This design comes from an exercise in tuning for small area, a short achievable clock period and few clock cycles per item on the open sky130 flow, not from production work.
Where RTL was checked, it was by simulation tests only, not by an equivalence proof against the original.
Only the layout flow was run in runs 1 to 3; the RTL was not checked for function there.
Power is estimated from default activity; no workload was simulated.

==> flow/design.v (outline; a module is shown in full before it is edited, if it fits) <==
// module alu_decode_exec: 299 lines
// module mul_csa: 1128 lines
module alu_decode_exec #(
    parameter int unsigned XLEN = 32
) (
    input  logic            clk,
    input  logic            reset,
    input  logic            in_valid,
    output logic            in_ready,
    input  logic [1:0]      ALUOp,
    input  logic [2:0]      funct3,
    input  logic [6:0]      funct7,
    input  logic [XLEN-1:0] a,
    input  logic [XLEN-1:0] b,
    output logic            out_valid,
    input  logic            out_ready,
    output logic [XLEN-1:0] result,
    output logic            zero,
    output logic            illegal,
    output logic            busy
);
  // ...
==> flow/run.sh <==
#!/bin/bash
# synth_recipe.tcl (not shown) runs the flow's synth.tcl, then flattens the netlist and writes it again
# the make line also repeats each setting of config.mk as NAME=value (left out here)
make -C /OpenROAD-flow-scripts/flow DESIGN_CONFIG=/design/flow/config.mk WORK_HOME=/design/flow/orfs CLKGATE_MAP_FILE= SYNTH_SCRIPT=/design/flow/synth_recipe.tcl finish
==> flow/config.mk <==
export PLATFORM = sky130hd
export DESIGN_NAME = alu_decode_exec
export DESIGN_NICKNAME = alu_decode_exec
export VERILOG_FILES = /design/flow/design.v
export SDC_FILE = /design/flow/constraint.sdc
export NUM_CORES = 4
export LEC_CHECK = 0
export ABC_AREA = 1
export CAP_MARGIN = 20
export CORE_MARGIN = 2
export CORE_UTILIZATION = 30
export SLEW_MARGIN = 20
==> flow/constraint.sdc <==
create_clock -name core_clock -period 12.0 [get_ports {clk}]
set_input_delay 2.4000 -clock core_clock [delete_from_list [all_inputs] [get_ports {clk}]]
set_output_delay 2.4000 -clock core_clock [all_outputs]
set_load 0.01 [all_outputs]
==> notes.md, run 1 <==
top layer in use met5; Finished Layout Cells 5340; count of hold buffers inserted by post-cts repair 0; total power 7150 uW; HP Class reg -> reg; status finished clean; FF+latch count, synth 222; design area 0.0336 sq mm; leading area contributor after synthesis edfxtp_1; Crit-path slowest cell edfxtp_1; initial antenna violation count 8; Die Area 0.103 sq mm; crit end category flop; multi-input gate count 3082; ant diodes 3; Clock Tree Root clkbuf_16; CP most frequent cell nand2_1; Synth Area in XOR/XNOR 0.120; cell count after synthesis 4050; r2r setup slk 4850 ps; CTS tree done; combinational cell fraction of total power 0.713; busiest grt layer met2; comb pwr 5100 uW; M1 WL 56800 microns; Max power group combinational logic
==> module alu_decode_exec, before the edit <==
module alu_decode_exec #(
    parameter int unsigned XLEN = 32
) (
    input  logic            clk,
    input  logic            reset,
    input  logic            in_valid,
    output logic            in_ready,
    input  logic [1:0]      ALUOp,
    input  logic [2:0]      funct3,
    input  logic [6:0]      funct7,
    input  logic [XLEN-1:0] a,
    input  logic [XLEN-1:0] b,
    output logic            out_valid,
    input  logic            out_ready,
    output logic [XLEN-1:0] result,
    output logic            zero,
    output logic            illegal,
    output logic            busy
);
    localparam logic [3:0] KIll  = 4'd0;
    localparam logic [3:0] KAdd  = 4'd1;
    localparam logic [3:0] KSub  = 4'd2;
    localparam logic [3:0] KSlt  = 4'd3;
    localparam logic [3:0] KSltu = 4'd4;
    localparam logic [3:0] KXor  = 4'd5;
    localparam logic [3:0] KOr   = 4'd6;
    localparam logic [3:0] KAnd  = 4'd7;
    localparam logic [3:0] KSll  = 4'd8;
    localparam logic [3:0] KSrl  = 4'd9;
    localparam logic [3:0] KSra  = 4'd10;
    localparam logic [3:0] KMul  = 4'd11;
    localparam logic [3:0] KDiv  = 4'd12;
    logic [3:0] kin;
    always_comb begin
        kin = KIll;
        case (ALUOp)
            2'b00: kin = KAdd;
            2'b01: kin = KSub;
            2'b10: begin
                case (funct7)
                    7'b0000000: begin
                        case (funct3)
                            3'b000:  kin = KAdd;
                            3'b001:  kin = KSll;
                            3'b010:  kin = KSlt;
                            3'b011:  kin = KSltu;
                            3'b100:  kin = KXor;
                            3'b101:  kin = KSrl;
                            3'b110:  kin = KOr;
                            default: kin = KAnd;
                        endcase
                    end
                    7'b0100000: begin
                        if (funct3 == 3'b000)      kin = KSub;
                        else if (funct3 == 3'b101) kin = KSra;
                    end
                    7'b0000001: begin
                        if (funct3 == 3'b000) kin = KMul;
                        else if (funct3[2])   kin = KDiv;
                    end
                    default: kin = KIll;
                endcase
            end
            default: begin
                case (funct3)
                    3'b000: kin = KAdd;
                    3'b001: if (funct7 == 7'b0000000) kin = KSll;
                    3'b010: kin = KSlt;
                    3'b011: kin = KSltu;
                    3'b100: kin = KXor;
                    3'b101: begin
                        if (funct7 == 7'b0000000)      kin = KSrl;
                        else if (funct7 == 7'b0100000) kin = KSra;
                    end
                    3'b110:  kin = KOr;
                    default: kin = KAnd;
                endcase
            end
        endcase
    end
    logic            rdy_q;                  
    logic            v1_q;                   
    logic [3:0]      k1_q;
    logic [1:0]      f1_q;                   
    logic [31:0]     a1_q, b1_q;
    logic            v2_q;                   
    logic [31:0]     x_q, y_q;
    logic            cin_q, cmp_q, sgn_q, ill_q;
    logic [1:0]      dph_q;                  
    logic [4:0]      dcnt_q;
    logic            dsb_q, drem_q, dneg_q;
    logic            ov_q, oz_q, oi_q;       
    logic [31:0]     or_q;
    logic            kv_q, kz_q, ki_q;       
    logic [31:0]     kr_q;
    logic            busy_q;
    assign in_ready  = rdy_q;
    assign out_valid = ov_q;
    assign result    = or_q;
    assign zero      = oz_q;
    assign illegal   = oi_q;
    assign busy      = busy_q;
    logic [32:0] sum33;
    logic [31:0] sum;
    logic        cout, lt;
    logic [31:0] nres;
    logic        nzero;
    assign sum33 = {1'b0, x_q} + {1'b0, y_q} + {32'd0, cin_q};
    assign sum   = sum33[31:0];
    assign cout  = sum33[32];
    assign lt    = (sgn_q && (x_q[31] == y_q[31])) ? x_q[31] : ~cout;
    assign nres  = cmp_q ? {31'd0, lt} : sum;
    assign nzero = cmp_q ? ~lt : (sum == 32'd0);
    logic [31:0] ms, mc;
    mul_csa u_mul (.a(a1_q), .b(b1_q), .s(ms), .c(mc));
    logic [31:0] sh_in, sh_rev, sh_r, sh_out;
    logic [32:0] sh_w;
    logic [4:0]  sh_amt;
    logic        sh_left, sh_fill;
    always_comb begin
        for (int i = 0; i < 32; i++) sh_rev[i] = a1_q[31-i];
        sh_in = sh_left ? sh_rev : a1_q;
        sh_w  = $signed({sh_fill, sh_in}) >>> sh_amt;
        sh_r  = sh_w[31:0];
        for (int i = 0; i < 32; i++) sh_out[i] = sh_left ? sh_r[31-i] : sh_r[i];
    end
    logic        d_sa, d_sb, d_bz, d_exit;
    logic [31:0] d_ac, d_bc;
    logic [5:0]  d_bla, d_blb;
    logic [6:0]  d_s;
    assign d_sa  = ~f1_q[0] & a1_q[31];
    assign d_sb  = ~f1_q[0] & b1_q[31];
    assign d_ac  = a1_q ^ {32{d_sa}};        
    assign d_bc  = b1_q ^ {32{d_sb}};        
    assign d_bz  = (b1_q == 32'd0);
    logic [5:0]  d_la, d_lb;
    always_comb begin
        d_la = 6'd0;
        d_lb = 6'd0;
        for (int i = 0; i < 32; i++) begin
            if (d_ac[i]) d_la = i + 1;
            if (d_bc[i]) d_lb = i + 1;
        end
    end
    assign d_bla = d_la + {5'd0, d_sa & (((d_ac >> 1) & ~d_ac) == 32'd0)};
    assign d_blb = d_lb + {5'd0, d_sb & (((d_bc >> 1) & ~d_bc) == 32'd0)};
    assign d_s   = {1'b0, d_bla} - {1'b0, d_blb};
    assign d_exit = d_bz | d_s[6];
    logic [31:0] d_r, d_q;
    assign d_r = cout ? sum : x_q;
    assign d_q = {a1_q[30:0], cout};
    logic s1_norm, s1_div, s2_free, s1_go, d_c0;
    assign s1_div  = v1_q & (k1_q == KDiv) & (dph_q == 2'd0);
    assign s1_norm = v1_q & (k1_q != KDiv);
    assign s2_free = ~v2_q | ~kv_q;          
    assign s1_go   = s1_norm & s2_free;      
    assign d_c0    = s1_div & s2_free;       
    logic d_last;
    assign d_last  = (dph_q == 2'd2) & (dcnt_q == 5'd0);
    always_comb begin
        sh_left = 1'b0;
        sh_fill = 1'b0;
        sh_amt  = b1_q[4:0];
        if (dph_q == 2'd1) begin
            sh_left = 1'b1;
            sh_fill = ~dsb_q;
            sh_amt  = dcnt_q;
        end else begin
            sh_left = (k1_q == KSll);
            sh_fill = (k1_q == KSra) & a1_q[31];
        end
    end
    logic            v1_d, v2_d, rdy_d, ov_d, kv_d, busy_d;
    logic [3:0]      k1_d;
    logic [1:0]      f1_d, dph_d;
    logic [31:0]     a1_d, b1_d, x_d, y_d, or_d, kr_d;
    logic            cin_d, cmp_d, sgn_d, ill_d, oz_d, oi_d, kz_d, ki_d;
    logic [4:0]      dcnt_d;
    logic            dsb_d, drem_d, dneg_d;
    logic            s1_leaves, load1, o_free;
    always_comb begin
        v1_d = v1_q; k1_d = k1_q; f1_d = f1_q; a1_d = a1_q; b1_d = b1_q;
        v2_d = v2_q; x_d = x_q; y_d = y_q; cin_d = cin_q; cmp_d = cmp_q; sgn_d = sgn_q;
        ill_d = ill_q;
        dph_d = dph_q; dcnt_d = dcnt_q; dsb_d = dsb_q; drem_d = drem_q; dneg_d = dneg_q;
        ov_d = ov_q; or_d = or_q; oz_d = oz_q; oi_d = oi_q;
        kv_d = kv_q; kr_d = kr_q; kz_d = kz_q; ki_d = ki_q;
        s1_leaves = 1'b0;
        o_free = ~ov_q | out_ready;
        if (o_free) begin
            if (kv_q) begin
                ov_d = 1'b1; or_d = kr_q; oz_d = kz_q; oi_d = ki_q;
                kv_d = 1'b0;
            end else begin
                ov_d = v2_q; or_d = nres; oz_d = nzero; oi_d = ill_q;
            end
        end else if (~kv_q & v2_q) begin
            kv_d = 1'b1; kr_d = nres; kz_d = nzero; ki_d = ill_q;
        end
        if (v2_q & ~kv_q) v2_d = 1'b0;
        if (s1_go) begin
            s1_leaves = 1'b1;
            v2_d  = 1'b1;
            cin_d = 1'b0; cmp_d = 1'b0; sgn_d = 1'b0; ill_d = 1'b0;
            x_d   = 32'd0;
            y_d   = 32'd0;
            case (k1_q)
                KAdd:  begin x_d = a1_q; y_d = b1_q; end
                KSub:  begin x_d = a1_q; y_d = ~b1_q; cin_d = 1'b1; end
                KSlt:  begin x_d = a1_q; y_d = ~b1_q; cin_d = 1'b1; cmp_d = 1'b1; sgn_d = 1'b1; end
                KSltu: begin x_d = a1_q; y_d = ~b1_q; cin_d = 1'b1; cmp_d = 1'b1; end
                KXor:  x_d = a1_q ^ b1_q;
                KOr:   x_d = a1_q | b1_q;
                KAnd:  x_d = a1_q & b1_q;
                KSll, KSrl, KSra: x_d = sh_out;
                KMul:  begin x_d = ms; y_d = mc; end
                default: ill_d = 1'b1;
            endcase
        end else if (d_c0) begin
            cin_d = 1'b0; cmp_d = 1'b0; sgn_d = 1'b0; ill_d = 1'b0;
            y_d   = 32'd0;
            drem_d = f1_q[1];
            dsb_d  = d_sb;
            dneg_d = f1_q[1] ? d_sa : (d_sa ^ d_sb);
            dcnt_d = d_s[4:0];
            if (d_exit) begin
                s1_leaves = 1'b1;
                v2_d = 1'b1;
                x_d  = f1_q[1] ? a1_q : {32{d_bz}};
            end else begin
                x_d   = d_ac;                
                cin_d = d_sa;
                a1_d  = b1_q ^ {32{~d_sb}};  
                dph_d = 2'd1;
            end
        end else if (dph_q == 2'd1) begin
            x_d   = sum;
            y_d   = sh_out;
            cin_d = ~dsb_q;
            a1_d  = 32'd0;
            dph_d = 2'd2;
        end else if (dph_q == 2'd2) begin
            if (dcnt_q != 5'd0) begin
                x_d    = d_r;
                a1_d   = d_q;
                y_d    = {1'b1, y_q[31:1]};
                dcnt_d = dcnt_q - 5'd1;
            end else begin
                s1_leaves = 1'b1;
                v2_d  = 1'b1;
                x_d   = (drem_q ? d_r : d_q) ^ {32{dneg_q}};
                y_d   = 32'd0;
                cin_d = dneg_q;
                dph_d = 2'd0;
            end
        end
        if (s1_leaves) v1_d = 1'b0;
        load1 = rdy_q & in_valid;
        if (load1) begin
            v1_d = 1'b1;
            k1_d = kin;
            f1_d = funct3[1:0];
        end
        if (rdy_q) begin
            a1_d = a;
            b1_d = b;
        end
        rdy_d = ~v1_d
              | ((k1_d != KDiv) & (~v2_d | ~kv_d))
              | ((dph_d == 2'd2) & (dcnt_d == 5'd0));
        busy_d = (dph_d != 2'd0);
    end
    always_ff @(posedge clk) begin
        if (reset) begin
            rdy_q  <= 1'b1;
            v1_q   <= 1'b0;
            v2_q   <= 1'b0;
            dph_q  <= 2'd0;
            ov_q   <= 1'b0;
            kv_q   <= 1'b0;
            busy_q <= 1'b0;
        end else begin
            rdy_q  <= rdy_d;
            v1_q   <= v1_d;
            v2_q   <= v2_d;
            dph_q  <= dph_d;
            ov_q   <= ov_d;
            kv_q   <= kv_d;
            busy_q <= busy_d;
        end
    end
    always_ff @(posedge clk) begin
        k1_q <= k1_d; f1_q <= f1_d; a1_q <= a1_d; b1_q <= b1_d;
        x_q <= x_d; y_q <= y_d; cin_q <= cin_d; cmp_q <= cmp_d; sgn_q <= sgn_d; ill_q <= ill_d;
        dcnt_q <= dcnt_d; dsb_q <= dsb_d; drem_q <= drem_d; dneg_q <= dneg_d;
        or_q <= or_d; oz_q <= oz_d; oi_q <= oi_d;
        kr_q <= kr_d; kz_q <= kz_d; ki_q <= ki_d;
    end
endmodule
==> inputs of run 2 (changes only) <==
--- a/flow/design.v
+++ b/flow/design.v
@@ -78,37 +78,30 @@
             end
         endcase
     end
-    logic            rdy_q;                  
     logic            v1_q;                   
     logic [3:0]      k1_q;
     logic [1:0]      f1_q;                   
     logic [31:0]     a1_q, b1_q;
     logic            v2_q;                   
     logic [31:0]     x_q, y_q;
-    logic            cin_q, cmp_q, sgn_q, ill_q;
+    logic            neg_q, cmp_q, sgn_q, ill_q;
     logic [1:0]      dph_q;                  
     logic [4:0]      dcnt_q;
     logic            dsb_q, drem_q, dneg_q;
     logic            ov_q, oz_q, oi_q;       
     logic [31:0]     or_q;
-    logic            kv_q, kz_q, ki_q;       
-    logic [31:0]     kr_q;
     logic            busy_q;
-    assign in_ready  = rdy_q;
     assign out_valid = ov_q;
     assign result    = or_q;
     assign zero      = oz_q;
     assign illegal   = oi_q;
     assign busy      = busy_q;
-    logic [32:0] sum33;
     logic [31:0] sum;
     logic        cout, lt;
     logic [31:0] nres;
     logic        nzero;
-    assign sum33 = {1'b0, x_q} + {1'b0, y_q} + {32'd0, cin_q};
-    assign sum   = sum33[31:0];
-    assign cout  = sum33[32];
-    assign lt    = (sgn_q && (x_q[31] == y_q[31])) ? x_q[31] : ~cout;
+    add32 u_add (.x(x_q), .y(y_q ^ {32{neg_q}}), .ci(neg_q), .s(sum), .co(cout));
+    assign lt    = (sgn_q && (x_q[31] != y_q[31])) ? x_q[31] : ~cout;
     assign nres  = cmp_q ? {31'd0, lt} : sum;
     assign nzero = cmp_q ? ~lt : (sum == 32'd0);
     logic [31:0] ms, mc;
@@ -124,24 +117,43 @@
         sh_r  = sh_w[31:0];
         for (int i = 0; i < 32; i++) sh_out[i] = sh_left ? sh_r[31-i] : sh_r[i];
     end
+    function automatic logic [2:0] lead8(input logic [7:0] v);
+        logic [2:0] p;
+        p[2] = |v[7:4];
+        p[1] = p[2] ? |v[7:6] : |v[3:2];
+        p[0] = p[2] ? (p[1] ? v[7] : v[5]) : (p[1] ? v[3] : v[1]);
+        lead8 = p;
+    endfunction
+    function automatic logic [5:0] bitlen32(input logic [31:0] v);
+        logic [3:0] nz;
+        logic [2:0] p0, p1, p2, p3, pl;
+        logic [1:0] g;
+        for (int i = 0; i < 4; i++) nz[i] = |v[8*i +: 8];
+        p0 = lead8(v[7:0]);
+        p1 = lead8(v[15:8]);
+        p2 = lead8(v[23:16]);
+        p3 = lead8(v[31:24]);
+        g[1] = nz[3] | nz[2];
+        g[0] = nz[3] | (~nz[2] & nz[1]);
+        case (g)
+            2'd3:    pl = p3;
+            2'd2:    pl = p2;
+            2'd1:    pl = p1;
+            default: pl = p0;
+        endcase
+        bitlen32 = (|nz) ? ({1'b0, g, pl} + 6'd1) : 6'd0;
+    endfunction
     logic        d_sa, d_sb, d_bz, d_exit;
     logic [31:0] d_ac, d_bc;
-    logic [5:0]  d_bla, d_blb;
+    logic [5:0]  d_la, d_lb, d_bla, d_blb;
     logic [6:0]  d_s;
     assign d_sa  = ~f1_q[0] & a1_q[31];
     assign d_sb  = ~f1_q[0] & b1_q[31];
     assign d_ac  = a1_q ^ {32{d_sa}};        
     assign d_bc  = b1_q ^ {32{d_sb}};        
     assign d_bz  = (b1_q == 32'd0);
-    logic [5:0]  d_la, d_lb;
-    always_comb begin
-        d_la = 6'd0;
-        d_lb = 6'd0;
-        for (int i = 0; i < 32; i++) begin
-            if (d_ac[i]) d_la = i + 1;
-            if (d_bc[i]) d_lb = i + 1;
-        end
-    end
+    assign d_la  = bitlen32(d_ac);
+    assign d_lb  = bitlen32(d_bc);
     assign d_bla = d_la + {5'd0, d_sa & (((d_ac >> 1) & ~d_ac) == 32'd0)};
     assign d_blb = d_lb + {5'd0, d_sb & (((d_bc >> 1) & ~d_bc) == 32'd0)};
     assign d_s   = {1'b0, d_bla} - {1'b0, d_blb};
@@ -149,66 +161,57 @@
     logic [31:0] d_r, d_q;
     assign d_r = cout ? sum : x_q;
     assign d_q = {a1_q[30:0], cout};
-    logic s1_norm, s1_div, s2_free, s1_go, d_c0;
+    logic s1_norm, s1_div, o_free, s2_free, s1_go, d_c0, d_last;
     assign s1_div  = v1_q & (k1_q == KDiv) & (dph_q == 2'd0);
     assign s1_norm = v1_q & (k1_q != KDiv);
-    assign s2_free = ~v2_q | ~kv_q;          
+    assign o_free  = ~ov_q | out_ready;      
+    assign s2_free = ~v2_q | o_free;         
     assign s1_go   = s1_norm & s2_free;      
     assign d_c0    = s1_div & s2_free;       
-    logic d_last;
     assign d_last  = (dph_q == 2'd2) & (dcnt_q == 5'd0);
+    assign in_ready = ~v1_q | s1_go | d_last;
     always_comb begin
         sh_left = 1'b0;
         sh_fill = 1'b0;
         sh_amt  = b1_q[4:0];
         if (dph_q == 2'd1) begin
             sh_left = 1'b1;
-            sh_fill = ~dsb_q;
             sh_amt  = dcnt_q;
         end else begin
             sh_left = (k1_q == KSll);
             sh_fill = (k1_q == KSra) & a1_q[31];
         end
     end
-    logic            v1_d, v2_d, rdy_d, ov_d, kv_d, busy_d;
+    logic            v1_d, v2_d, ov_d, busy_d;
     logic [3:0]      k1_d;
     logic [1:0]      f1_d, dph_d;
-    logic [31:0]     a1_d, b1_d, x_d, y_d, or_d, kr_d;
-    logic            cin_d, cmp_d, sgn_d, ill_d, oz_d, oi_d, kz_d, ki_d;
+    logic [31:0]     a1_d, b1_d, x_d, y_d, or_d;
+    logic            neg_d, cmp_d, sgn_d, ill_d, oz_d, oi_d;
     logic [4:0]      dcnt_d;
     logic            dsb_d, drem_d, dneg_d;
-    logic            s1_leaves, load1, o_free;
+    logic            s1_leaves, load1;
     always_comb begin
         v1_d = v1_q; k1_d = k1_q; f1_d = f1_q; a1_d = a1_q; b1_d = b1_q;
-        v2_d = v2_q; x_d = x_q; y_d = y_q; cin_d = cin_q; cmp_d = cmp_q; sgn_d = sgn_q;
+        v2_d = v2_q; x_d = x_q; y_d = y_q; neg_d = neg_q; cmp_d = cmp_q; sgn_d = sgn_q;
         ill_d = ill_q;
         dph_d = dph_q; dcnt_d = dcnt_q; dsb_d = dsb_q; drem_d = drem_q; dneg_d = dneg_q;
         ov_d = ov_q; or_d = or_q; oz_d = oz_q; oi_d = oi_q;
-        kv_d = kv_q; kr_d = kr_q; kz_d = kz_q; ki_d = ki_q;
         s1_leaves = 1'b0;
-        o_free = ~ov_q | out_ready;
         if (o_free) begin
-            if (kv_q) begin
-                ov_d = 1'b1; or_d = kr_q; oz_d = kz_q; oi_d = ki_q;
-                kv_d = 1'b0;
-            end else begin
-                ov_d = v2_q; or_d = nres; oz_d = nzero; oi_d = ill_q;
-            end
-        end else if (~kv_q & v2_q) begin
-            kv_d = 1'b1; kr_d = nres; kz_d = nzero; ki_d = ill_q;
+            ov_d = v2_q; or_d = nres; oz_d = nzero; oi_d = ill_q;
+            v2_d = 1'b0;
         end
-        if (v2_q & ~kv_q) v2_d = 1'b0;
         if (s1_go) begin
             s1_leaves = 1'b1;
             v2_d  = 1'b1;
-            cin_d = 1'b0; cmp_d = 1'b0; sgn_d = 1'b0; ill_d = 1'b0;
+            neg_d = 1'b0; cmp_d = 1'b0; sgn_d = 1'b0; ill_d = 1'b0;
             x_d   = 32'd0;
             y_d   = 32'd0;
             case (k1_q)
                 KAdd:  begin x_d = a1_q; y_d = b1_q; end
-                KSub:  begin x_d = a1_q; y_d = ~b1_q; cin_d = 1'b1; end
-                KSlt:  begin x_d = a1_q; y_d = ~b1_q; cin_d = 1'b1; cmp_d = 1'b1; sgn_d = 1'b1; end
-                KSltu: begin x_d = a1_q; y_d = ~b1_q; cin_d = 1'b1; cmp_d = 1'b1; end
+                KSub:  begin x_d = a1_q; y_d = b1_q; neg_d = 1'b1; end
+                KSlt:  begin x_d = a1_q; y_d = b1_q; neg_d = 1'b1; cmp_d = 1'b1; sgn_d = 1'b1; end
+                KSltu: begin x_d = a1_q; y_d = b1_q; neg_d = 1'b1; cmp_d = 1'b1; end
                 KXor:  x_d = a1_q ^ b1_q;
                 KOr:   x_d = a1_q | b1_q;
                 KAnd:  x_d = a1_q & b1_q;
@@ -217,8 +220,7 @@
                 default: ill_d = 1'b1;
             endcase
         end else if (d_c0) begin
-            cin_d = 1'b0; cmp_d = 1'b0; sgn_d = 1'b0; ill_d = 1'b0;
-            y_d   = 32'd0;
+            neg_d = 1'b0; cmp_d = 1'b0; sgn_d = 1'b0; ill_d = 1'b0;
             drem_d = f1_q[1];
             dsb_d  = d_sb;
             dneg_d = f1_q[1] ? d_sa : (d_sa ^ d_sb);
@@ -227,76 +229,192 @@
                 s1_leaves = 1'b1;
                 v2_d = 1'b1;
                 x_d  = f1_q[1] ? a1_q : {32{d_bz}};
+                y_d  = 32'd0;
             end else begin
-                x_d   = d_ac;                
-                cin_d = d_sa;
-                a1_d  = b1_q ^ {32{~d_sb}};  
+                x_d   = 32'd0;               
+                y_d   = a1_q;
+                neg_d = d_sa;
+                a1_d  = b1_q;                
                 dph_d = 2'd1;
             end
         end else if (dph_q == 2'd1) begin
             x_d   = sum;
             y_d   = sh_out;
-            cin_d = ~dsb_q;
+            neg_d = ~dsb_q;
             a1_d  = 32'd0;
             dph_d = 2'd2;
         end else if (dph_q == 2'd2) begin
             if (dcnt_q != 5'd0) begin
                 x_d    = d_r;
                 a1_d   = d_q;
-                y_d    = {1'b1, y_q[31:1]};
+                y_d    = {dsb_q, y_q[31:1]};
                 dcnt_d = dcnt_q - 5'd1;
             end else begin
                 s1_leaves = 1'b1;
                 v2_d  = 1'b1;
-                x_d   = (drem_q ? d_r : d_q) ^ {32{dneg_q}};
-                y_d   = 32'd0;
-                cin_d = dneg_q;
+                x_d   = 32'd0;
+                y_d   = drem_q ? d_r : d_q;
+                neg_d = dneg_q;
                 dph_d = 2'd0;
             end
         end
         if (s1_leaves) v1_d = 1'b0;
-        load1 = rdy_q & in_valid;
+        load1 = in_ready & in_valid;
         if (load1) begin
             v1_d = 1'b1;
             k1_d = kin;
             f1_d = funct3[1:0];
         end
-        if (rdy_q) begin
+        if (in_ready) begin
             a1_d = a;
             b1_d = b;
         end
-        rdy_d = ~v1_d
-              | ((k1_d != KDiv) & (~v2_d | ~kv_d))
-              | ((dph_d == 2'd2) & (dcnt_d == 5'd0));
         busy_d = (dph_d != 2'd0);
     end
     always_ff @(posedge clk) begin
         if (reset) begin
-            rdy_q  <= 1'b1;
             v1_q   <= 1'b0;
             v2_q   <= 1'b0;
             dph_q  <= 2'd0;
             ov_q   <= 1'b0;
-            kv_q   <= 1'b0;
             busy_q <= 1'b0;
         end else begin
-            rdy_q  <= rdy_d;
             v1_q   <= v1_d;
             v2_q   <= v2_d;
             dph_q  <= dph_d;
             ov_q   <= ov_d;
-            kv_q   <= kv_d;
             busy_q <= busy_d;
         end
     end
     always_ff @(posedge clk) begin
         k1_q <= k1_d; f1_q <= f1_d; a1_q <= a1_d; b1_q <= b1_d;
-        x_q <= x_d; y_q <= y_d; cin_q <= cin_d; cmp_q <= cmp_d; sgn_q <= sgn_d; ill_q <= ill_d;
+        x_q <= x_d; y_q <= y_d; neg_q <= neg_d; cmp_q <= cmp_d; sgn_q <= sgn_d; ill_q <= ill_d;
         dcnt_q <= dcnt_d; dsb_q <= dsb_d; drem_q <= drem_d; dneg_q <= dneg_d;
         or_q <= or_d; oz_q <= oz_d; oi_q <= oi_d;
-        kr_q <= kr_d; kz_q <= kz_d; ki_q <= ki_d;
     end
 endmodule
+module add32 (input logic [31:0] x, input logic [31:0] y, input logic ci, output logic [31:0] s, output logic co);
+  logic [31:0] p, g;
+  assign p = x ^ y;
+  assign g = x & y;
+  logic g0c; assign g0c = g[0] | (p[0] & ci);
+  logic gg0; assign gg0 = g[1] | (p[1] & g0c);
+  logic gg1; assign gg1 = g[3] | (p[3] & g[2]);
+  logic pp1; assign pp1 = p[3] & p[2];
+  logic gg2; assign gg2 = g[5] | (p[5] & g[4]);
+  logic pp2; assign pp2 = p[5] & p[4];
+  logic gg3; assign gg3 = g[7] | (p[7] & g[6]);
+  logic pp3; assign pp3 = p[7] & p[6];
+  logic gg4; assign gg4 = g[9] | (p[9] & g[8]);
+  logic pp4; assign pp4 = p[9] & p[8];
+  logic gg5; assign gg5 = g[11] | (p[11] & g[10]);
+  logic pp5; assign pp5 = p[11] & p[10];
+  logic gg6; assign gg6 = g[13] | (p[13] & g[12]);
+  logic pp6; assign pp6 = p[13] & p[12];
+  logic gg7; assign gg7 = g[15] | (p[15] & g[14]);
+  logic pp7; assign pp7 = p[15] & p[14];
+  logic gg8; assign gg8 = g[17] | (p[17] & g[16]);
+  logic pp8; assign pp8 = p[17] & p[16];
+  logic gg9; assign gg9 = g[19] | (p[19] & g[18]);
+  logic pp9; assign pp9 = p[19] & p[18];
+  logic gg10; assign gg10 = g[21] | (p[21] & g[20]);
+  logic pp10; assign pp10 = p[21] & p[20];
+  logic gg11; assign gg11 = g[23] | (p[23] & g[22]);
+  logic pp11; assign pp11 = p[23] & p[22];
+  logic gg12; assign gg12 = g[25] | (p[25] & g[24]);
+  logic pp12; assign pp12 = p[25] & p[24];
+  logic gg13; assign gg13 = g[27] | (p[27] & g[26]);
+  logic pp13; assign pp13 = p[27] & p[26];
+  logic gg14; assign gg14 = g[29] | (p[29] & g[28]);
+  logic pp14; assign pp14 = p[29] & p[28];
+  logic gg15; assign gg15 = g[31] | (p[31] & g[30]);
+  logic pp15; assign pp15 = p[31] & p[30];
+  logic gg16; assign gg16 = gg1 | (pp1 & gg0);
+  logic gg17; assign gg17 = gg3 | (pp3 & gg2);
+  logic pp17; assign pp17 = pp3 & pp2;
+  logic gg18; assign gg18 = gg5 | (pp5 & gg4);
+  logic pp18; assign pp18 = pp5 & pp4;
+  logic gg19; assign gg19 = gg7 | (pp7 & gg6);
+  logic pp19; assign pp19 = pp7 & pp6;
+  logic gg20; assign gg20 = gg9 | (pp9 & gg8);
+  logic pp20; assign pp20 = pp9 & pp8;
+  logic gg21; assign gg21 = gg11 | (pp11 & gg10);
+  logic pp21; assign pp21 = pp11 & pp10;
+  logic gg22; assign gg22 = gg13 | (pp13 & gg12);
+  logic pp22; assign pp22 = pp13 & pp12;
+  logic gg23; assign gg23 = gg15 | (pp15 & gg14);
+  logic pp23; assign pp23 = pp15 & pp14;
+  logic gg24; assign gg24 = gg17 | (pp17 & gg16);
+  logic gg25; assign gg25 = gg19 | (pp19 & gg18);
+  logic pp25; assign pp25 = pp19 & pp18;
+  logic gg26; assign gg26 = gg21 | (pp21 & gg20);
+  logic pp26; assign pp26 = pp21 & pp20;
+  logic gg27; assign gg27 = gg23 | (pp23 & gg22);
+  logic pp27; assign pp27 = pp23 & pp22;
+  logic gg28; assign gg28 = gg25 | (pp25 & gg24);
+  logic gg29; assign gg29 = gg27 | (pp27 & gg26);
+  logic pp29; assign pp29 = pp27 & pp26;
+  logic gg30; assign gg30 = gg29 | (pp29 & gg28);
+  logic gg31; assign gg31 = gg26 | (pp26 & gg28);
+  logic gg32; assign gg32 = gg18 | (pp18 & gg24);
+  logic gg33; assign gg33 = gg20 | (pp20 & gg28);
+  logic gg34; assign gg34 = gg22 | (pp22 & gg31);
+  logic gg35; assign gg35 = gg2 | (pp2 & gg16);
+  logic gg36; assign gg36 = gg4 | (pp4 & gg24);
+  logic gg37; assign gg37 = gg6 | (pp6 & gg32);
+  logic gg38; assign gg38 = gg8 | (pp8 & gg28);
+  logic gg39; assign gg39 = gg10 | (pp10 & gg33);
+  logic gg40; assign gg40 = gg12 | (pp12 & gg31);
+  logic gg41; assign gg41 = gg14 | (pp14 & gg34);
+  logic gg42; assign gg42 = g[2] | (p[2] & gg0);
+  logic gg43; assign gg43 = g[4] | (p[4] & gg16);
+  logic gg44; assign gg44 = g[6] | (p[6] & gg35);
+  logic gg45; assign gg45 = g[8] | (p[8] & gg24);
+  logic gg46; assign gg46 = g[10] | (p[10] & gg36);
+  logic gg47; assign gg47 = g[12] | (p[12] & gg32);
+  logic gg48; assign gg48 = g[14] | (p[14] & gg37);
+  logic gg49; assign gg49 = g[16] | (p[16] & gg28);
+  logic gg50; assign gg50 = g[18] | (p[18] & gg38);
+  logic gg51; assign gg51 = g[20] | (p[20] & gg33);
+  logic gg52; assign gg52 = g[22] | (p[22] & gg39);
+  logic gg53; assign gg53 = g[24] | (p[24] & gg31);
+  logic gg54; assign gg54 = g[26] | (p[26] & gg40);
+  logic gg55; assign gg55 = g[28] | (p[28] & gg34);
+  logic gg56; assign gg56 = g[30] | (p[30] & gg41);
+  assign s[0] = p[0] ^ ci;
+  assign s[1] = p[1] ^ g0c;
+  assign s[2] = p[2] ^ gg0;
+  assign s[3] = p[3] ^ gg42;
+  assign s[4] = p[4] ^ gg16;
+  assign s[5] = p[5] ^ gg43;
+  assign s[6] = p[6] ^ gg35;
+  assign s[7] = p[7] ^ gg44;
+  assign s[8] = p[8] ^ gg24;
+  assign s[9] = p[9] ^ gg45;
+  assign s[10] = p[10] ^ gg36;
+  assign s[11] = p[11] ^ gg46;
+  assign s[12] = p[12] ^ gg32;
+  assign s[13] = p[13] ^ gg47;
+  assign s[14] = p[14] ^ gg37;
+  assign s[15] = p[15] ^ gg48;
+  assign s[16] = p[16] ^ gg28;
+  assign s[17] = p[17] ^ gg49;
+  assign s[18] = p[18] ^ gg38;
+  assign s[19] = p[19] ^ gg50;
+  assign s[20] = p[20] ^ gg33;
+  assign s[21] = p[21] ^ gg51;
+  assign s[22] = p[22] ^ gg39;
+  assign s[23] = p[23] ^ gg52;
+  assign s[24] = p[24] ^ gg31;
+  assign s[25] = p[25] ^ gg53;
+  assign s[26] = p[26] ^ gg40;
+  assign s[27] = p[27] ^ gg54;
+  assign s[28] = p[28] ^ gg34;
+  assign s[29] = p[29] ^ gg55;
+  assign s[30] = p[30] ^ gg41;
+  assign s[31] = p[31] ^ gg56;
+  assign co = gg30;
+endmodule
 module mul_csa (
     input  logic [31:0] a,
     input  logic [31:0] b,
--- a/flow/config.mk
+++ b/flow/config.mk
@@ -9,4 +9,5 @@
 export CAP_MARGIN = 20
 export CORE_MARGIN = 2
 export CORE_UTILIZATION = 30
+export SETUP_SLACK_MARGIN = 5
 export SLEW_MARGIN = 20
==> run 2 against run 1 <==
Maximum frequency up 4.4%. Design area is 0.56% lower. Area after synthesis is 0.30% higher. Still clean. Via count is 3.5% higher. Highest routed layer unchanged. Non-clock buffer count up 1.
==> notes.md, run 2 <==
register area 0.00553 sq mm (was 0.00650 sq mm); Crit-path slowest cell clkdlybuf4s50_1 (was edfxtp_1); Layout Nets 4586 (was 4429); GP Congestion 1.00 (was 1.13); Multi-input gate area 0.0219 sq mm (was 0.0209 sq mm); htree depth 4 (was 1); startpoint types primary input (was flop); crit end category primary output (was flop); Final Max Tran Viols 0 (unchanged); fin crit share 0.571 (was 0.596); Hold Path End oi_q (was ki_q); initial antenna violation count 6 (was 8); CTS tree done (unchanged); worst hold path depth 0 (unchanged); I/O pins 117 (unchanged); Final ANT Viol Nets 0 (unchanged); Starting Density 0.303 (about the same); Final WS setup 5150 ps (was 4850 ps); Max Root-Sink Buffers 2 (was 3); Clk pwr share 0.057 (was 0.117); Area Growth Syn to Fin 10.0% (was 11.0%); post-synth top area share 0.178 (was 0.203); syn_nets 4646 (was 4461); share of power burned in registers 0.108 (was 0.170); Detailed Routing Iterations Pass 1 6 (unchanged); Hold Startpoint ill_q (unchanged); Post-Place Setup Slack 4100 ps (was 5150 ps); Rows 116 (unchanged); ant diodes 0 (was 3); slowest cell delay on critical path 570 ps (was 780 ps); Clock Tree Root clkbuf_16 (unchanged); Top FF cell, synth edfxtp_1 (unchanged); P_int 4360 uW (was 3460 uW); Max-Cap Viols 0 (unchanged); most common cell in the synthesized netlist nand2_1 (unchanged); vias per cell 5.71 (was 5.65); Total Routing Usage GR 0.259 (was 0.255); Peak VDD IR 0.428 mV (was 0.156 mV); DIE WIDTH 322 microns (about the same); Arr. time, crit path 4450 ps (was 7610 ps); largest net degree at the start of global routing 73 (was 84); Wirelength per Cell 24.9 microns (was 25.4 microns); sw power 5860 uW (was 3690 uW); first-pass GRT wire length 198000 microns (was 196000 microns); Die Area 0.104 sq mm (was 0.103 sq mm); DRC viols 0 (unchanged); r2r setup slk 5280 ps (was 4850 ps); most instantiated cells after synthesis 1119 x nand2_1, 404 x inv_1, 365 x nand3_1, 338 x xor2_1, 294 x o22ai_1 (was 829 x nand2_1, 419 x inv_1, 370 x xor2_1, 300 x o22ai_1, 234 x nor2_1); register area share after synthesis 0.182 (was 0.215); Setup Crit Path Kind in -> out (was reg -> reg); vias in the first global route 29300 (was 28300); largest fanout on the critical path 38 (was 33); Clock Pin Slew Worst Setup and Hold Paths 80 ps (about the same); leading area contributor after synthesis edfxtp_1 (unchanged); Least-Margin Pin Slew 1170 ps (was 1180 ps); most common cell after layout, fill and taps aside nand2_1 (unchanged); Sink Count 186 (was 222); EDFF count, synth 180 (was 205); Die Y 322 microns (about the same); FF+latch count, synth 186 (was 222); HP Class reg -> reg (unchanged); commonest cells after routing, fill and taps aside 1115 x nand2_1, 402 x inv_1, 364 x nand3_1, 338 x xor2_1, 294 x o22ai_1 (was 828 x nand2_1, 419 x inv_1, 370 x xor2_1, 300 x o22ai_1, 226 x nor2_1); hpwl dp 100000 microns (was 103000 microns); Crit path required time 9600 ps (was 12460 ps); Iter 0 DRT Violations 4191 (was 3707); Num CTS Buffers 17 (was 27); grt total ovfl 0 (unchanged); Yosys warnings 1 (unchanged); share of post-route cells with drive strength above 1 0.0625 (was 0.0587); Final Hold Vio Count 0 (unchanged); maximum clock frequency 146 MHz (was 140 MHz); final setup violation count 0 (unchanged); CP most frequent cell clkdlybuf4s50_1 (was nand2_1); clk latency of the worst-skew pair 520 ps (was 610 ps); post-layout minimum cycle time 6850 ps (was 7150 ps); Sum Neg Setup Slack 0 ps (unchanged); vias 31200 (was 30200); cell count after synthesis 4220 (was 4050); R2R Path Start b1_q[11] (was b1_q[31]); worst reg2reg path depth 21 (was 46); count of hold buffers inserted by post-cts repair 0 (unchanged); PD cells 306 mW/mm^2 (was 213 mW/mm^2); max_slew headroom 0.212 (was 0.211); Port Buf Inserts 116 (unchanged); Netlist Area Pre-Place 0.0303 sq mm (about the same); combinational cell fraction of total power 0.835 (was 0.713); total power 10200 uW (was 7150 uW); Core ar. 0.100 sq mm (about the same); RSZ-0062 raised after global routing false (unchanged); syn_area_per_cell 7.19 sq um (was 7.47 sq um); ranking of synthesized cells by area edfxtp_1 18%, nand2_1 14%, fa_1 14%, xor2_1 9.8%, o22ai_1 6.1% (was edfxtp_1 20%, fa_1 13%, xor2_1 11%, nand2_1 10%, o22ai_1 6.2%); status finished clean (unchanged); total wire length 136000 microns (about the same); Cell Chain, Critical Path clkdlybuf4s50_1, inv_1, nand3_1, nand2_1, nor2_4, buf_12, inv_8, nand3_4, clkdlybuf4s50_1; clock skew 23.1 ps (was 36.6 ps); worst reg2reg endpoint x_q[30] (was rdy_q); Post-synth ARST share 0 (unchanged); Switching Fraction 0.573 (was 0.517); Static Leakage 0.0150 uW (was 0.0144 uW); Netlist cell types 70 (was 64); final-layout fill cell count 10800 (was 10600)
## run 2: changes by cell type after synthesis, sizes merged, moves of 24 or more
cell | before | now
o21ai | 388 | 246
nor2 | 237 | 182
a32o | 1 | 29
a22oi | 54 | 30
edfxtp | 205 | 180
nand2 | 833 | 1133
a21oi | 179 | 58
nand3 | 123 | 371
## run 2: layout make-up
| class | instances | share of cell area |
|---|---|---|
| inverter | 454 | 0.0515 |
| timing repair inverter | 1 | 0.000225 |
| clock buffer | 20 | 0.0131 |
| tap | 1298 | 0.0487 |
| timing repair buffer | 226 | 0.0612 |
| multi-input combinational | 3274 | 0.656 |
| sequential | 186 | 0.166 |
| clock inverter | 12 | 0.00397 |
## run 2: cell families after synthesis
kind of cell	after synthesis	share of synthesized area
fa+ha+maj	346	0.194
xor+xnor	387	0.119
flops	186	0.182
mux	2	0.000701
simple gates	1746	0.243
compound gates	792	0.163
buf+inv	761	0.0990
## run 2: power by group through the flow
stage                     Sequential (uW)  Combinational (uW)  Clock (uW)
after floorplan                      1080                5100           0
after global placement               1120                8190           0
after CTS                            1110                8320         589
after detailed placement             1120                8270           0
final                                1110                8530         579
after global routing                 1120                9290         609
## run 2: layer usage
metal / track usage / share of wire / vias up
met5: 0 / 0.00070 / -
met4: 0.114 / 0.049 / 14
met3: 0.0664 / 0.12 / 369
met2: 0.381 / 0.42 / 1969
met1: 0.355 / 0.41 / 14900
li1: - / - / 14000
## run 2: worst max path at each step
stage | startpoint | end | slack [ps] | cells after the start
finish | out_ready | in_ready | 5150 | 9
global route | out_ready | in_ready | 5040 | 9
CTS | out_ready | in_ready | 4860 | 9
detailed placement | out_ready | in_ready | 4100 | 9
global placement | out_ready | in_ready | 4140 | 9
floorplan | out_ready | in_ready | 5190 | 7
## run 2: per-stage QoR
stage	cell area (sq um)	utilization	hold slack [ps]	instances
global placement	32600	0.326	411	5428
finish	33400	0.333	433	5471
CTS	33300	0.332	438	5464
global route	33400	0.333	440	5471
detailed placement	32600	0.326	419	5428
floorplan	30300	-	400	4220
## run 2: worst max-delay path, delay by kind of cell
kind / cells / cell delay [ps]
buffers and inverters: 5 / 1410
AND/OR/NAND/NOR: 4 / 640
## run 2: what timing repair did
action                                  in CTS  in global routing
buffers inserted                             2                  4
endpoints found under the setup margin      42                 78
resized for setup                            7                  4
cloned                                       2                  2
pin swaps                                    1                  1
hold endpoints to repair                     0                  0
==> inputs of run 3 (changes only) <==
==> flow/flow/run.sh (new file) <==
#!/bin/bash
set -euo pipefail
MARGIN=${MARGIN:-7.0}
bash standard.sh SETUP_SLACK_MARGIN=$MARGIN finish > standard_flow.log 2>&1
==> flow/standard.sh (new file) <==
#!/bin/bash
# synth_recipe.tcl (not shown) runs the flow's synth.tcl, then flattens the netlist and writes it again
# the make line also repeats each setting of config.mk as NAME=value (left out here)
make -C /OpenROAD-flow-scripts/flow DESIGN_CONFIG=/design/flow/config.mk WORK_HOME=/design/flow/orfs CLKGATE_MAP_FILE= SYNTH_SCRIPT=/design/flow/synth_recipe.tcl "${@:-finish}"
--- a/flow/config.mk
+++ b/flow/config.mk
@@ -9,5 +9,4 @@
 export CAP_MARGIN = 20
 export CORE_MARGIN = 2
 export CORE_UTILIZATION = 30
-export SETUP_SLACK_MARGIN = 5
 export SLEW_MARGIN = 20
removed: flow/run.sh
==> run 3 against run 2 <==
Die area unchanged. Area after synthesis unchanged. Final cell count up 4.0%. Sequential share of layout area down 2.1 points. Via count up 6.8%. Total power up 15%. Sequential power about the same. Clock skew down 5.9 ps. Largest cell class unchanged. Largest power group unchanged. Highest routed layer unchanged.
==> notes.md, run 3 <==
status finished clean (unchanged); Netlist Area Pre-Place 0.0303 sq mm (unchanged); initial antenna violation count 4 (was 6); Max Root-Sink Buffers 2 (unchanged); met2 GRT Util 0.388 (was 0.381); EDFF count, synth 180 (unchanged); Starting Density 0.303 (unchanged); Area Growth Syn to Fin 26.1% (was 10.0%); most common cell after layout, fill and taps aside nand2_1 (unchanged); register area 0.00553 sq mm (unchanged); share of post-route cells with drive strength above 1 0.194 (was 0.0625); leading area contributor after synthesis edfxtp_1 (unchanged); placed cells 5415 (was 5428); final setup violation count 0 (unchanged); CTS tree done (unchanged); Setup Crit Path Kind in -> out (unchanged); Port Buf Inserts 116 (unchanged); DIE WIDTH 322 microns (unchanged); vias per cell 5.86 (was 5.71); clk latency of the worst-skew pair 520 ps (about the same); syn_nets 4646 (unchanged); Cell Chain, Critical Path buf_8, inv_12, nand3_4, nand2_4, nor2_4, buf_12, inv_16, nand3_4, buf_6 (was clkdlybuf4s50_1, inv_1, nand3_1, nand2_1, nor2_4, buf_12, inv_8, nand3_4, clkdlybuf4s50_1); Rows 116 (unchanged); most common cell in the synthesized netlist nand2_1 (unchanged); clock skew 17.2 ps (was 23.1 ps); met1 Track Usage GR 0.344 (was 0.355); PD cells 308 mW/mm^2 (was 306 mW/mm^2); fin crit share 0.475 (was 0.571); final-layout fill cell count 10300 (was 10800); crit end category primary output (unchanged); Yosys warnings 1 (unchanged); Final Max Tran Viols 0 (unchanged); vias in the first global route 31300 (was 29300); FF+latch count, synth 186 (unchanged); Sink Count 186 (unchanged); HP Class reg -> reg (unchanged); Top FF cell, synth edfxtp_1 (unchanged); largest net degree at the start of global routing 102 (was 73); DRC viols 0 (unchanged); Finished Layout Cells 5692 (was 5471); commonest cells after routing, fill and taps aside 1050 x nand2_1, 361 x nand3_1, 343 x inv_1, 305 x xor2_1, 245 x o22ai_1 (was 1115 x nand2_1, 402 x inv_1, 364 x nand3_1, 338 x xor2_1, 294 x o22ai_1); htree depth 4 (unchanged); maximum clock frequency 175 MHz (was 146 MHz); met3 Usage GRT 0.104 (was 0.0664); Final ANT Viol Nets 0 (unchanged); startpoint types primary input (unchanged); Peak VDD IR 0.605 mV (was 0.428 mV); Core ar. 0.100 sq mm (unchanged); ranking of synthesized cells by area edfxtp_1 18%, nand2_1 14%, fa_1 14%, xor2_1 9.8%, o22ai_1 6.1% (unchanged); Least-Margin Pin Slew 1180 ps (was 1170 ps); Netlist cell types 70 (unchanged); RSZ-0062 raised after global routing true (was false); GP Congestion 1.03 (was 1.00); Crit path required time 9600 ps (about the same); post-synth top area share 0.178 (unchanged); Max-Cap Viols 0 (unchanged); hpwl dp 97800 microns (was 100000 microns); Clock Tree Root clkbuf_16 (unchanged); Layout Nets 4806 (was 4586); Arr. time, crit path 3300 ps (was 4450 ps); vias 33300 (was 31200); busiest grt layer met2 (unchanged); first-pass GRT wire length 209000 microns (was 198000 microns); Clock Pin Slew Worst Setup and Hold Paths 80 ps (about the same); cell count after synthesis 4220 (unchanged); Final Hold Vio Count 0 (unchanged); total wire length 147000 microns (was 136000 microns); Post-synth ARST share 0 (unchanged); grt total ovfl 0 (unchanged); Static Leakage 0.0167 uW (was 0.0150 uW); Multi-input gate area 0.0242 sq mm (was 0.0219 sq mm); Iter 0 DRT Violations 4809 (was 4191); Total Routing Usage GR 0.273 (was 0.259); max_slew headroom 0.195 (was 0.212); CP most frequent cell nand3_4 (was clkdlybuf4s50_1); I/O pins 117 (unchanged); Detailed Routing Iterations Pass 1 7 (was 6); most instantiated cells after synthesis 1119 x nand2_1, 404 x inv_1, 365 x nand3_1, 338 x xor2_1, 294 x o22ai_1 (unchanged); largest fanout on the critical path 2 (was 38); Sum Neg Setup Slack 0 ps (unchanged); Wirelength per Cell 25.8 microns (was 24.9 microns); syn_area_per_cell 7.19 sq um (unchanged); Die Area 0.104 sq mm (unchanged); Num CTS Buffers 17 (unchanged); Crit-path slowest cell buf_6 (was clkdlybuf4s50_1); register area share after synthesis 0.182 (unchanged); Die Y 322 microns (unchanged); post-layout minimum cycle time 5700 ps (was 6850 ps); slowest cell delay on critical path 180 ps (was 570 ps)
==> run 3: cell counts after synthesis <==
Identical to the previous run, type by type.
==> run 3: per-layer routing <==
layer | wire length, microns | vias up | part of all wire
li1 | - | 14400 | -
met1 | 54000 | 15800 | 0.37
met2 | 60000 | 2542 | 0.41
met3 | 22100 | 655 | 0.15
met4 | 11000 | 4 | 0.075
met5 | 33 | - | 0.00022
==> run 3: path summary, 6_finish.rpt <==
kind	startpoint	to	slack, ps	cells after the start
setup / recovery	out_ready	in_ready	6300	9
hold / removal	ill_q	oi_q	440	0
setup reg to reg	b1_q[11]	y_q[31]	6580	23
hold reg to reg	ill_q	oi_q	440	0
==> run 3: logic make-up (layout without fill, tap and decap cells) <==
group	Yosys count	in the layout	share of synthesized area
xor gates and xnor gates	387	387	0.119
adders and majority gates	346	346	0.194
buffers and inverters	761	917	0.0990
other	0	1	0
and+or+nand+nor	1746	1763	0.243
DFF	186	186	0.182
AOI/OAI and AO/OA	792	792	0.163
muxes	2	2	0.000701
==> run 3: timing repair <==
item | in CTS | in global routing
setup endpoints to repair | 200 | 103
cloned | 32 | 9
pin swaps | 165 | 168
gates resized for setup | 399 | 261
hold buffers | 0 | 0
buffers inserted | 140 | 62
==> run 3: cell type report <==
cell class | count | share of cell area
timing repair inverter | 8 | 0.00209
inverter | 454 | 0.0496
clock buffer | 20 | 0.0114
sequential | 186 | 0.144
clock inverter | 12 | 0.00285
tap | 1298 | 0.0425
timing repair buffer | 423 | 0.114
antenna | 1 | 0.0000654
multi-input combinational | 3290 | 0.633
==> run 3: worst max-delay path, delay by kind of cell <==
kind / cells / cell delay [ps]
AND/OR/NAND/NOR: 4 / 340
buffers and inverters: 5 / 540
==> run 3: stage by stage <==
stage / worst slack, ps / cell area (sq um) / total power, uW / hold WS (ps) / util
after floorplan: 6500 / 30500 / 6190 / 400 / -
after global placement: 4520 / 32600 / 9030 / 415 / 0.326
after detailed placement: 4490 / 32600 / 9130 / 425 / 0.326
after CTS: 6330 / 36400 / 10900 / 444 / 0.363
after global routing: 6270 / 38300 / 12600 / 452 / 0.382
final: 6300 / 38300 / 11800 / 441 / 0.382
==> run 3: where the power goes <==
group          internal (uW)  total, uW  switching [uW]
Combinational           3950      10100            6190
Clock                    272        568             297
Sequential               963       1080             117
==> inputs of run 4 (changes only) <==
--- a/flow/design.v
+++ b/flow/design.v
@@ -154,7 +154,7 @@
     assign d_bz  = (b1_q == 32'd0);
     assign d_la  = bitlen32(d_ac);
     assign d_lb  = bitlen32(d_bc);
-    assign d_bla = d_la + {5'd0, d_sa & (((d_ac >> 1) & ~d_ac) == 32'd0)};
+    assign d_bla = d_la + {5'd0, d_sa};
     assign d_blb = d_lb + {5'd0, d_sb & (((d_bc >> 1) & ~d_bc) == 32'd0)};
     assign d_s   = {1'b0, d_bla} - {1'b0, d_blb};
     assign d_exit = d_bz | d_s[6];
@@ -169,11 +169,15 @@
     assign s1_go   = s1_norm & s2_free;      
     assign d_c0    = s1_div & s2_free;       
     assign d_last  = (dph_q == 2'd2) & (dcnt_q == 5'd0);
-    assign in_ready = ~v1_q | s1_go | d_last;
+    logic s1_take;
+    assign s1_take = ~v1_q | s1_go | d_last;   
+    logic rdy_base_q, rdy_cond_q;
+    assign in_ready = rdy_base_q | (rdy_cond_q & out_ready);
     always_comb begin
         sh_left = 1'b0;
         sh_fill = 1'b0;
         sh_amt  = b1_q[4:0];
+        if ((k1_q != KSll) && (k1_q != KSrl) && (k1_q != KSra)) sh_amt = 5'd0;
         if (dph_q == 2'd1) begin
             sh_left = 1'b1;
             sh_amt  = dcnt_q;
@@ -208,12 +212,12 @@
             x_d   = 32'd0;
             y_d   = 32'd0;
             case (k1_q)
-                KAdd:  begin x_d = a1_q; y_d = b1_q; end
-                KSub:  begin x_d = a1_q; y_d = b1_q; neg_d = 1'b1; end
-                KSlt:  begin x_d = a1_q; y_d = b1_q; neg_d = 1'b1; cmp_d = 1'b1; sgn_d = 1'b1; end
-                KSltu: begin x_d = a1_q; y_d = b1_q; neg_d = 1'b1; cmp_d = 1'b1; end
-                KXor:  x_d = a1_q ^ b1_q;
-                KOr:   x_d = a1_q | b1_q;
+                KAdd:  begin x_d = sh_out; y_d = b1_q; end
+                KSub:  begin x_d = sh_out; y_d = b1_q; neg_d = 1'b1; end
+                KSlt:  begin x_d = sh_out; y_d = b1_q; neg_d = 1'b1; cmp_d = 1'b1; sgn_d = 1'b1; end
+                KSltu: begin x_d = sh_out; y_d = b1_q; neg_d = 1'b1; cmp_d = 1'b1; end
+                KXor:  y_d = a1_q ^ b1_q;
+                KOr:   begin x_d = a1_q & b1_q; y_d = a1_q ^ b1_q; end
                 KAnd:  x_d = a1_q & b1_q;
                 KSll, KSrl, KSra: x_d = sh_out;
                 KMul:  begin x_d = ms; y_d = mc; end
@@ -228,7 +232,7 @@
             if (d_exit) begin
                 s1_leaves = 1'b1;
                 v2_d = 1'b1;
-                x_d  = f1_q[1] ? a1_q : {32{d_bz}};
+                x_d  = f1_q[1] ? sh_out : {32{d_bz}};
                 y_d  = 32'd0;
             end else begin
                 x_d   = 32'd0;               
@@ -259,18 +263,23 @@
             end
         end
         if (s1_leaves) v1_d = 1'b0;
-        load1 = in_ready & in_valid;
+        load1 = s1_take & in_valid;
         if (load1) begin
             v1_d = 1'b1;
             k1_d = kin;
             f1_d = funct3[1:0];
         end
-        if (in_ready) begin
+        if (s1_take) begin
             a1_d = a;
             b1_d = b;
         end
         busy_d = (dph_d != 2'd0);
     end
+    logic rdy_base_d, rdy_cond_d, s1n_norm;
+    assign s1n_norm   = v1_d & (k1_d != KDiv);
+    assign rdy_cond_d = s1n_norm;
+    assign rdy_base_d = ~v1_d | ((dph_d == 2'd2) & (dcnt_d == 5'd0))
+                      | (s1n_norm & (~v2_d | ~ov_d));
     always_ff @(posedge clk) begin
         if (reset) begin
             v1_q   <= 1'b0;
@@ -278,12 +287,16 @@
             dph_q  <= 2'd0;
             ov_q   <= 1'b0;
             busy_q <= 1'b0;
+            rdy_base_q <= 1'b1;
+            rdy_cond_q <= 1'b0;
         end else begin
             v1_q   <= v1_d;
             v2_q   <= v2_d;
             dph_q  <= dph_d;
             ov_q   <= ov_d;
             busy_q <= busy_d;
+            rdy_base_q <= rdy_base_d;
+            rdy_cond_q <= rdy_cond_d;
         end
     end
     always_ff @(posedge clk) begin
==> run 4 against run 3 <==
Combinational power fell by 9%. Die area is 4.8% lower. Core utilization shrank 0.30 points. Highest routed layer unchanged.
==> notes.md, run 4 <==
R2R Path Start b1_q[12] (was b1_q[11]); largest family of logic cells by synthesized area simple AND/OR/NAND/NOR gates (unchanged); post-synth top area share 0.178 (about the same); Netlist Area Pre-Place 0.0289 sq mm (was 0.0303 sq mm); Starting Density 0.303 (about the same); final setup violation count 0 (unchanged); Num CTS Buffers 17 (unchanged); largest net degree at the start of global routing 97 (was 102); DIE WIDTH 314 microns (was 322 microns); placed cells 5264 (was 5415); max_slew headroom 0.288 (was 0.195); RSZ-0062 raised after global routing true (unchanged); CTS tree done (unchanged); Crit-path slowest cell fa_1 (was buf_6); I/O pins 117 (unchanged); Final Max Tran Viols 0 (unchanged); Total Routing Usage GR 0.266 (was 0.273); Finished Layout Cells 5513 (was 5692); Port Buf Inserts 116 (unchanged); Worst Setup SP b1_q[12] (was out_ready); commonest cells after routing, fill and taps aside 1057 x nand2_1, 396 x nand3_1, 363 x inv_1, 284 x xor2_1, 218 x o22ai_1 (was 1050 x nand2_1, 361 x nand3_1, 343 x inv_1, 305 x xor2_1, 245 x o22ai_1); register area share after synthesis 0.190 (was 0.182); vias in the first global route 29600 (was 31300); total wire length 135000 microns (was 147000 microns); Cell Chain, Critical Path buf_6, clkinvlp_4, nand2_1, nand2_2, nand2_8, o22ai_1, xor2_1, ha_1, inv_1, fa_1, fa_1, fa_1, fa_2, xnor2_2, xnor2_1, xor2_1, nand3_1, nand3_1, nand2_2, nand2_1, nand2_1 (was buf_8, inv_12, nand3_4, nand2_4, nor2_4, buf_12, inv_16, nand3_4, buf_6); HP Class reg -> reg (unchanged); fin crit share 0.441 (was 0.475); Sink Count 188 (was 186); maximum clock frequency 189 MHz (was 175 MHz); Max-Cap Viols 0 (unchanged); EDFF count, synth 171 (was 180); total power 11000 uW (was 11800 uW); grt total ovfl 0 (unchanged); DRC viols 0 (unchanged); Sum Neg Setup Slack 0 ps (unchanged); design area 0.0361 sq mm (was 0.0383 sq mm); vias 32000 (was 33300); Clock Pin Slew Worst Setup and Hold Paths 80 ps (about the same); vias per cell 5.81 (was 5.86); leading area contributor after synthesis edfxtp_1 (unchanged); Final ANT Viol Nets 0 (unchanged); clk latency of the worst-skew pair 530 ps (was 520 ps); htree depth 4 (unchanged); Synth Area in XOR/XNOR 0.108 (was 0.119); most instantiated cells after synthesis 1097 x nand2_1, 419 x inv_1, 405 x nand3_1, 308 x xor2_1, 259 x o22ai_1 (was 1119 x nand2_1, 404 x inv_1, 365 x nand3_1, 338 x xor2_1, 294 x o22ai_1); Clock Tree Root clkbuf_16 (unchanged); Max Root-Sink Buffers 2 (unchanged); Rows 113 (was 116); multiplexer area fraction after synthesis 0.000390 (was 0.000701); Layout Nets 4629 (was 4806); share of post-route cells with drive strength above 1 0.170 (was 0.194); status finished clean (unchanged); GP Congestion 1.06 (was 1.03); Die Area 0.0987 sq mm (was 0.104 sq mm); crit end category flop (was primary output); hpwl dp 90900 microns (was 97800 microns); Top FF cell, synth edfxtp_1 (unchanged); Wirelength per Cell 24.5 microns (was 25.8 microns); clock skew 21.3 ps (was 17.2 ps); initial antenna violation count 4 (unchanged); startpoint types flop (was primary input); hold slack 437 ps (was 441 ps); Arr. time, crit path 5550 ps (was 3300 ps); Final Hold Vio Count 0 (unchanged); Synth Area in Adders 0.190 (was 0.194); r2r setup slk 6700 ps (was 6580 ps); Crit path required time 12250 ps (was 9600 ps); Least-Margin Pin Slew 1060 ps (was 1180 ps); Iter 0 DRT Violations 4870 (was 4809); Area Growth Syn to Fin 25.0% (was 26.1%); Hold Startpoint ill_q (unchanged); Die Y 314 microns (was 322 microns); first-pass GRT wire length 195000 microns (was 209000 microns); Core ar. 0.0952 sq mm (was 0.100 sq mm); Detailed Routing Iterations Pass 1 11 (was 7); Static Leakage 0.0161 uW (was 0.0167 uW); largest fanout on the critical path 18 (was 2); most common cell after layout, fill and taps aside nand2_1 (unchanged); Compound-Gate Fraction of Synth Area 0.156 (was 0.163); count of hold buffers inserted by post-cts repair 0 (unchanged); PD cells 305 mW/mm^2 (was 308 mW/mm^2); Setup Crit Path Kind reg -> reg (was in -> out); register area 0.00548 sq mm (was 0.00553 sq mm); final-layout fill cell count 9771 (was 10300); syn_area_per_cell 7.08 sq um (was 7.19 sq um); ranking of synthesized cells by area edfxtp_1 18%, fa_1 14%, nand2_1 14%, xor2_1 9.3%, nand3_1 7.0% (was edfxtp_1 18%, nand2_1 14%, fa_1 14%, xor2_1 9.8%, o22ai_1 6.1%); post-layout minimum cycle time 5300 ps (was 5700 ps); slowest cell delay on critical path 550 ps (was 180 ps); syn_nets 4468 (was 4646); Yosys warnings 1 (unchanged); Post-synth ARST share 0 (unchanged); Placed Area 0.0312 sq mm (was 0.0326 sq mm); most common cell in the synthesized netlist nand2_1 (unchanged); FF+latch count, synth 188 (was 186); Multi-input gate area 0.0222 sq mm (was 0.0242 sq mm); Peak VDD IR 0.363 mV (was 0.605 mV); cell count after synthesis 4074 (was 4220); ant diodes 0 (was 1); area share of and/or/nand/nor cells after synthesis 0.258 (was 0.243); Netlist cell types 66 (was 70)
## run 4: area by class of cell
| cell class | count | area share |
|---|---|---|
| inverter | 456 | 0.0517 |
| timing repair inverter | 4 | 0.000833 |
| multi-input combinational | 3163 | 0.616 |
| timing repair buffer | 405 | 0.118 |
| clock inverter | 14 | 0.00531 |
| sequential | 188 | 0.152 |
| clock buffer | 18 | 0.0119 |
| tap | 1265 | 0.0439 |
## run 4: logic make-up after synthesis
| kind of cell | Yosys count |
|---|---|
| simple gates | 1768 |
| buf+inv | 730 |
| compound gates | 727 |
| xor+xnor | 346 |
| fa+ha+maj | 314 |
| flops | 188 |
| mux | 1 |
## run 4: metal layers
| metal | wire length (microns) | up-vias | GRT usage |
|---|---|---|---|
| met5 | 177 | - | 0.00242 |
| met4 | 9750 | 14 | 0.151 |
| met3 | 19800 | 666 | 0.0960 |
| met2 | 54000 | 2420 | 0.374 |
| met1 | 51600 | 15100 | 0.348 |
| li1 | - | 13900 | - |
## run 4: path summary, 6_finish.rpt
kind                  end  cells after the start
setup / recovery  y_q[31]                     21
hold / removal       oi_q                      0
setup reg to reg  y_q[31]                     21
hold reg to reg      oi_q                      0
## run 4: stage by stage
| step | setup WS (ps) | utilization |
|---|---|---|
| after detailed placement | 5300 | 0.328 |
| after global routing | 6580 | 0.379 |
| final | 6700 | 0.379 |
| after CTS | 6810 | 0.362 |
| after floorplan | 7000 | - |
| after global placement | 5390 | 0.327 |
## run 4: power by group
group	switching, uW	internal [uW]
clock network	328	303
registers	179	1030
logic	5550	3620
total	6060	4950
## run 4: critical path: cells and delay by family (launching register included)
family / cells / cell delay [ps]
xor+xnor: 4 / 760
simple gates: 8 / 1140
buf+inv: 3 / 510
flops: 1 / 340
compound gates: 1 / 130
fa+ha+maj: 5 / 2120
## run 4: timing repair
action,CTS,global route
setup buffers,135,53
gates cloned,24,5
pin swaps,73,117
resized for setup,259,276
setup endpoints to repair,251,240
Testbench counts of run 4, summed over its fixed seeds: cycles 19,910, items 16,000.

==> what the ideal ports hide <==
How much do the figures lean on ideal ports? The routed layouts below were timed once more, with nothing changed but the port constraints.
Step 1, drivers: a clkbuf_16 drives clk and a buf_2 each remaining input, both assumed.
Step 2 times the ports against the registers' clock, not the clock port: input delays grow and output delays shrink by t, the midpoint of the rising clock arrivals with the driver on.
Slacks: no drivers / after step 1 / after step 2; pairs: no drivers / after step 1.
run	shift t [ns]	slack for setup (ns)	clock arrival spread, ns	slew at the worst register clock pin (ns)
run 1	0.651	4.846 / 4.846 / 4.846	0.036 / 0.037	0.08 / 0.08
run 2	0.587	5.149 / 5.124 / 5.124	0.023 / 0.023	0.09 / 0.09
run 3	0.581	6.299 / 6.260 / 6.260	0.017 / 0.018	0.09 / 0.09
run 4	0.583	6.702 / 6.702 / 6.626	0.022 / 0.021	0.09 / 0.09
After both steps setup and hold are still met in every run listed. The setup slack of run 4, which loses most, moves by 0.000 ns with the drivers and by -0.076 ns with both steps.
